This design comes from an exercise in tuning for small area on the open sky130 flow, not from production work. Only simulation tests tie the RTL to the original design; equivalence was not proved.

## servo_recipe_pwm_sequencer
module servo_recipe_pwm_sequencer #(
  parameter int RECIPE_DEPTH = srps_pkg::RECIPE_DEPTH_DEF
) (
  input  logic                          clk,
  input  logic                          rst_n,
  input  logic                          in_valid,
  output logic                          in_ready,
  input  srps_pkg::in_item_t            in_data,
  output logic                          out_valid,
  input  logic                          out_ready,
  output srps_pkg::out_item_t           out_data,
  input  logic                          psel,
  input  logic                          penable,
  input  logic                          pwrite,
  input  logic [srps_pkg::CFG_AW-1:0]   paddr,
  input  logic [srps_pkg::CFG_DW-1:0]   pwdata,
  output logic [srps_pkg::CFG_DW-1:0]   prdata,
  output logic                          pready
);
For scale: ~1900 cells after synthesis, roughly 20000 um2 of cells after synthesis.
==> flow/config.mk <==
export PLATFORM = sky130hd
export DESIGN_NAME = servo_recipe_pwm_sequencer
export DESIGN_NICKNAME = servo_recipe_pwm_sequencer
export VERILOG_FILES = /design/flow/design.v
export SDC_FILE = /design/flow/constraint.sdc
export NUM_CORES = 4
export LEC_CHECK = 0
export CAP_MARGIN = 20
export CORE_MARGIN = 2
export CORE_UTILIZATION = 70
export CTS_BUF_LIST = sky130_fd_sc_hd__clkbuf_8
export CTS_CLUSTER_DIAMETER = 36
export CTS_CLUSTER_SIZE = 20
export GPL_TIMING_DRIVEN = 0
export PLACE_DENSITY = 0.8
export SLEW_MARGIN = 20
==> flow/constraint.sdc <==
create_clock -name core_clock -period 9.0 [get_ports {clk}]
set_input_delay 1.8000 -clock core_clock [delete_from_list [all_inputs] [get_ports {clk}]]
set_output_delay 1.8000 -clock core_clock [all_outputs]
set_load 0.01 [all_outputs]
standard.sh (not shown) runs the stock make flow with config.mk's settings and CLKGATE_MAP_FILE= SYNTH_SCRIPT=/design/flow/synth_recipe.tcl, a recipe that flattens the netlist after the stock synthesis.
==> flow/flow/run.sh <==
#!/bin/bash
# Layout flow: the standard flow (standard.sh) with two changes.
#  - Synthesis maps the logic with the area-oriented ABC script in
#    flow/abc_area.script and without Yosys's full-adder extraction. Flip-flops
#    are mapped before ABC runs, so registers, their names and cell types are
#    those of the standard synthesis.
#  - Port buffering uses the smallest buffer, sky130_fd_sc_hd__buf_1.
# Each step's full output goes to its own log here; ORFS's logs are under orfs/.
set -euo pipefail
cd "$(dirname "${BASH_SOURCE[0]}")/.."
W=$PWD
rm -rf "$W/scripts_area"
cp -r "$FLOW_HOME/scripts" "$W/scripts_area"
cp "$W/flow/abc_area.script" "$W/scripts_area/abc_area.script"
bash standard.sh SCRIPTS_DIR="$W/scripts_area" ABC_AREA=1 ADDER_MAP_FILE= synth > "$W/synth.log" 2>&1
bash standard.sh "BUFFER_PORTS_ARGS=-buffer_cell sky130_fd_sc_hd__buf_1" finish > "$W/layout.log" 2>&1
==> flow/flow/abc_area.script <==
&get -n
&deepsyn -T 120
&put
dch -f
amap
mfs2
strash
dch -f
amap
topo
stime -c
Change:
--- a/flow/design.v
+++ b/flow/design.v
@@ -339,33 +339,40 @@
   logic [19:0] eff_per;
   logic [24:0] cnt1_inc;
   logic        wrap;
   assign eff_per  = {period_r[19:1], period_r[0] | (period_r == '0)};
   assign cnt1_inc = srps_pkg::rc_inc({4'd0, cnt1_r});
   assign wrap     = !srps_pkg::rc_lt({4'd0, cnt1_r}, {4'd0, period_r});
-  logic [20:0] pp [5];
-  logic [20:0] ofs_x;
-  logic [20:0] s1, c1, s2, c2, s3, c3, s4, c4;
-  logic [24:0] add_lo, add_hi0, add_hi1;
+  function automatic logic [20:0] booth_row(input logic [2:0] g, input logic [14:0] st);
+    logic [15:0] m;
+    logic        neg;
+    case (g)
+      3'b001, 3'b010, 3'b101, 3'b110: m = {1'b0, st};
+      3'b011, 3'b100:                 m = {st, 1'b0};
+      default:                        m = '0;
+    endcase
+    neg = g[2] & ~(g[1] & g[0]);
+    booth_row = {21{neg}} ^ {5'd0, m};
+  endfunction
+  logic [20:0] br0, br1, br2, ofs_x, cor;
+  logic [20:0] s1, c1, s2, c2, s3, c3;
+  logic [24:0] add_s;
   logic [20:0] pw_sum;
+  assign br0   = booth_row({pos_mov[1], pos_mov[0], 1'b0}, step_r);
+  assign br1   = booth_row({pos_mov[3], pos_mov[2], pos_mov[1]}, step_r) << 2;
+  assign br2   = booth_row({1'b0, pos_mov[4], pos_mov[3]}, step_r) << 4;
   assign ofs_x = {5'd0, offset_r};
-  for (genvar i = 0; i < 5; i++) begin : g_pp
-    assign pp[i] = {6'd0, step_r & {15{pos_mov[i]}}} << i;
-  end
-  assign s1 = ofs_x ^ pp[0] ^ pp[1];
-  assign c1 = ((ofs_x & pp[0]) | (ofs_x & pp[1]) | (pp[0] & pp[1])) << 1;
-  assign s2 = pp[2] ^ pp[3] ^ pp[4];
-  assign c2 = ((pp[2] & pp[3]) | (pp[2] & pp[4]) | (pp[3] & pp[4])) << 1;
-  assign s3 = s1 ^ c1 ^ s2;
-  assign c3 = ((s1 & c1) | (s1 & s2) | (c1 & s2)) << 1;
-  assign s4 = s3 ^ c3 ^ c2;
-  assign c4 = ((s3 & c3) | (s3 & c2) | (c3 & c2)) << 1;
-  assign add_lo  = srps_pkg::rc_add({13'd0, s4[10:0]}, {13'd0, c4[10:0]}, 1'b0);
-  assign add_hi0 = srps_pkg::rc_add({14'd0, s4[20:11]}, {14'd0, c4[20:11]}, 1'b0);
-  assign add_hi1 = srps_pkg::rc_add({3'd0, s4}, {3'd0, c4}, 1'b0);
-  assign pw_sum  = add_hi1[20:0];
+  assign cor   = {18'd0, pos_mov[3] & ~(pos_mov[2] & pos_mov[1]), 1'b0, pos_mov[1]};
+  assign s1 = ofs_x ^ br0 ^ br1;
+  assign c1 = ((ofs_x & br0) | (ofs_x & br1) | (br0 & br1)) << 1;
+  assign s2 = br2 ^ cor ^ s1;
+  assign c2 = ((br2 & cor) | (br2 & s1) | (cor & s1)) << 1;
+  assign s3 = s2 ^ c2 ^ c1;
+  assign c3 = ((s2 & c2) | (s2 & c1) | (c2 & c1)) << 1;
+  assign add_s  = srps_pkg::rc_add({3'd0, s3}, {3'd0, c3}, 1'b0);
+  assign pw_sum = add_s[20:0];
   always_ff @(posedge clk) begin
     if (!rst_n) begin
       pw_r   <= 20'(srps_pkg::OFFSET_RST);
       cnt1_r <= 20'd1;
     end else if (is_tick) begin
       if (wrap) begin
Cell count decreases by 1.6%.
Synthesized area goes down by 0.32%.
Synthesized cell count decreases by 2.0%.
Routed wire length stays flat.
Design area came out lower by 0.93%.
Non-clock buffer count drops by 2.

## separate check: timing with driven ports
The results above use ideal ports. As a check the final layouts listed here were re-extracted and re-timed, cells and wires unchanged.
Step 1: set_driving_cell puts a clkbuf_16 on clk and a buf_2 on each other input, an assumption about the parent block.
Step 2 adds t to the input delays and takes it off the output delays; t is the mean of the earliest and latest rising clock arrival at the registers after step 1. Input paths then give back, and output paths get back, about the clock's delay inside the block.
a / b / c = ideal / step 1 / step 2; a / b = the first two.
| run | shift t [ns] | setup slack, ns | worst hold slack (ns) |
|---|---|---|---|
| the first run | 0.661 | 1.004 / 1.004 / 0.675 | 0.453 / 0.453 / 0.453 |
| the second run | 0.657 | 0.290 / 0.290 / 0.290 | 0.457 / 0.457 / 0.457 |
After both steps every run listed still meets setup and hold. The setup slack of the first run, which loses most, moves by 0.000 ns with the drivers and by -0.329 ns with both steps.
